This design comes from an exercise in tuning for small area, a short achievable clock period and few clock cycles on the open sky130 flow, not from production work.
Where RTL was checked, it was by simulation tests only, not by an equivalence proof against the original.

## main
==> flow/design.v <==
package l2_wb_types;
    localparam int unsigned ADDR_WIDTH      = 16;
    localparam int unsigned LINE_WIDTH      = 256;
    localparam int unsigned OFFSET_BITS     = 5;
    localparam int unsigned LINE_ADDR_WIDTH = ADDR_WIDTH - OFFSET_BITS;
    typedef logic [ADDR_WIDTH-1:0]      addr_t;
    typedef logic [LINE_WIDTH-1:0]      line_t;
    typedef logic [LINE_ADDR_WIDTH-1:0] lineaddr_t;
    typedef enum logic [1:0] {IDLE, ACK, FWD_READ, DRAIN} wb_state_t;
    function automatic logic [LINE_ADDR_WIDTH-1:0] line_of(input logic [ADDR_WIDTH-1:0] a);
        line_of = a[ADDR_WIDTH-1:OFFSET_BITS];
    endfunction
    function automatic logic [ADDR_WIDTH-1:0] line_base(input logic [LINE_ADDR_WIDTH-1:0] l);
        line_base = {l, {OFFSET_BITS{1'b0}}};
    endfunction
endpackage
module l2_wb_storage (
    input  logic                clk_i,
    input  logic                load_w_i,
    input  logic                load_r_i,
    input  l2_wb_types::line_t  wdata_i,
    input  l2_wb_types::line_t  rdata_i,
    output l2_wb_types::line_t  data_o
);
    l2_wb_types::line_t data_q;
    logic hold;
    assign hold = !(load_w_i || load_r_i);
    always_ff @(posedge clk_i) begin
        data_q <= ({l2_wb_types::LINE_WIDTH{load_w_i}} & wdata_i)
                | ({l2_wb_types::LINE_WIDTH{load_r_i}} & rdata_i)
                | ({l2_wb_types::LINE_WIDTH{hold}}     & data_q);
    end
    assign data_o = data_q;
endmodule
module l2_write_buffer (
    input  logic   clk_i,
    input  logic   rst_i,
    input  logic   l2_read,
    input  logic   l2_write,
    input  l2_wb_types::addr_t  l2_address,
    input  l2_wb_types::line_t  l2_wdata,
    output logic   l2_resp,
    output l2_wb_types::line_t  l2_rdata,
    output logic   pmem_read,
    output logic   pmem_write,
    output l2_wb_types::addr_t  pmem_address,
    output l2_wb_types::line_t  pmem_wdata,
    input  logic   pmem_resp,
    input  l2_wb_types::line_t  pmem_rdata,
    output logic   wb_empty
);
    logic                   valid_q;       
    l2_wb_types::lineaddr_t line_q;        
    logic                   resp_q;
    logic                   pmem_read_q;   
    logic                   pmem_write_q;  
    logic                   wb_empty_q;
    l2_wb_types::line_t     data;
    logic hit;
    logic free;      
    logic new_req;   
    logic load_w;
    logic start_rd;
    logic rd_hit;
    assign hit      = valid_q && (line_q == l2_wb_types::line_of(l2_address));
    assign free     = !(pmem_read_q || pmem_write_q) || pmem_resp;
    assign new_req  = !resp_q && !pmem_read_q;
    assign load_w   = new_req && l2_write && free;
    assign rd_hit   = new_req && l2_read && hit;
    assign start_rd = new_req && l2_read && !hit && free;
    l2_wb_storage u_storage (
        .clk_i   (clk_i),
        .load_w_i(load_w),
        .load_r_i(pmem_read_q),
        .wdata_i (l2_wdata),
        .rdata_i (pmem_rdata),
        .data_o  (data)
    );
    always_ff @(posedge clk_i or posedge rst_i) begin
        if (rst_i) begin
            valid_q      <= 1'b0;
            line_q       <= '0;
            resp_q       <= 1'b0;
            pmem_read_q  <= 1'b0;
            pmem_write_q <= 1'b0;
            wb_empty_q   <= 1'b1;
        end else begin
            resp_q <= load_w || rd_hit || (pmem_read_q && pmem_resp);
            if (pmem_resp) begin
                pmem_read_q  <= 1'b0;
                pmem_write_q <= 1'b0;
                if (pmem_read_q) valid_q <= 1'b1;
                if (pmem_write_q) wb_empty_q <= 1'b1;
            end
            if (load_w) begin
                valid_q      <= 1'b1;
                line_q       <= l2_wb_types::line_of(l2_address);
                pmem_write_q <= 1'b1;
                wb_empty_q   <= 1'b0;
            end
            if (start_rd) begin
                valid_q     <= 1'b0;
                line_q      <= l2_wb_types::line_of(l2_address);
                pmem_read_q <= 1'b1;
            end
        end
    end
    assign l2_resp      = resp_q;
    assign l2_rdata     = data;
    assign pmem_read    = pmem_read_q;
    assign pmem_write   = pmem_write_q;
    assign pmem_address = l2_wb_types::line_base(line_q);
    assign pmem_wdata   = data;
    assign wb_empty     = wb_empty_q;
endmodule
Settings: LEC_CHECK=0, CAP_MARGIN=20, CORE_AREA=10 10 390 390, DIE_AREA=0 0 400 400, SLEW_MARGIN=20; clock period 5.0 ns.
standard.sh (not shown) runs the stock make flow with config.mk's settings and CLKGATE_MAP_FILE= SYNTH_SCRIPT=/design/flow/synth_recipe.tcl, a recipe that flattens the netlist after the stock synthesis.
==> flow/flow/run.sh <==
#!/bin/bash
# Standard layout, with the port buffers made from the smallest plain buffer.
set -euo pipefail
export BUFFER_PORTS_ARGS="-buffer_cell sky130_fd_sc_hd__buf_1"
bash standard.sh > standard_flow.log 2>&1
Changes in the feature branch relative to main:
diff --git a/flow/design.v b/flow/design.v
--- a/flow/design.v
+++ b/flow/design.v
@@ -60,20 +60,22 @@
     logic free;      
     logic new_req;   
     logic load_w;
     logic start_rd;
     logic rd_hit;
+    logic fill;      
     assign hit      = valid_q && (line_q == l2_wb_types::line_of(l2_address));
     assign free     = !(pmem_read_q || pmem_write_q) || pmem_resp;
     assign new_req  = !resp_q && !pmem_read_q;
     assign load_w   = new_req && l2_write && free;
     assign rd_hit   = new_req && l2_read && hit;
     assign start_rd = new_req && l2_read && !hit && free;
+    assign fill     = pmem_read_q && pmem_resp;
     l2_wb_storage u_storage (
         .clk_i   (clk_i),
         .load_w_i(load_w),
-        .load_r_i(pmem_read_q),
+        .load_r_i(fill),
         .wdata_i (l2_wdata),
         .rdata_i (pmem_rdata),
         .data_o  (data)
     );
     always_ff @(posedge clk_i or posedge rst_i) begin
@@ -83,11 +85,11 @@
             resp_q       <= 1'b0;
             pmem_read_q  <= 1'b0;
             pmem_write_q <= 1'b0;
             wb_empty_q   <= 1'b1;
         end else begin
-            resp_q <= load_w || rd_hit || (pmem_read_q && pmem_resp);
+            resp_q <= load_w || rd_hit || fill;
             if (pmem_resp) begin
                 pmem_read_q  <= 1'b0;
                 pmem_write_q <= 1'b0;
                 if (pmem_read_q) valid_q <= 1'b1;
                 if (pmem_write_q) wb_empty_q <= 1'b1;
[summary]
- The number of standard cells in the layout, taps in and fillers out was comparable across main and the feature branch.
- Clock slew at the register clock pins of the worst setup and hold paths: the feature branch vs main up 0.02 ns
- Going from main to the feature branch, core utilization was more or less identical; sum of routed wire length over all layers went up by about 16%; total standard cell area after synthesis went down by 0.72%; register-to-register slack went down by 0.04 ns; final period utilization went down by 3.4 points.
- First-pass GRT wire length: lower on main
- The feature branch ends up with a required time at the worst-slack endpoint that is 1.53 ns higher than in main.
- Worst hold margin ends up lower on the feature branch.
- On multi-input logic portion of the cell area, the feature branch tracks main almost exactly.
- Compared with main, the feature branch shows a number of global-route vias before repair that is 8.7% higher.
Testbench counts of the feature branch, summed over its fixed seeds: cycles 25,351.
Function not checked in main: the RTL went through the layout flow alone.

-- what the ideal ports hide --
How much do the figures lean on ideal ports? The routed layouts below were timed once more, with nothing changed but the port constraints.
Step 1 sets driving cells, clkbuf_16 on the clock port and buf_2 on the other inputs (assumed; they add their load-dependent delay and slew).
Step 2 adds t to the input delays and takes it off the output delays; t is the mean of the earliest and latest rising clock arrival at the registers after step 1. Input paths then give back, and output paths get back, about the clock's delay inside the block.
a / b / c = no drivers / after step 1 / after step 2; a / b = the first two.
run	shift t [ns]	slack for setup (ns)	latest minus earliest clock arrival (ns)
main	0.657	1.989 / 1.925 / 1.594	0.032 / 0.031
the feature branch	0.661	2.159 / 2.159 / 1.975	0.028 / 0.029
After both steps every run listed still meets setup and hold. The setup slack of main, which loses most, moves by -0.064 ns with the drivers and by -0.395 ns with both steps.
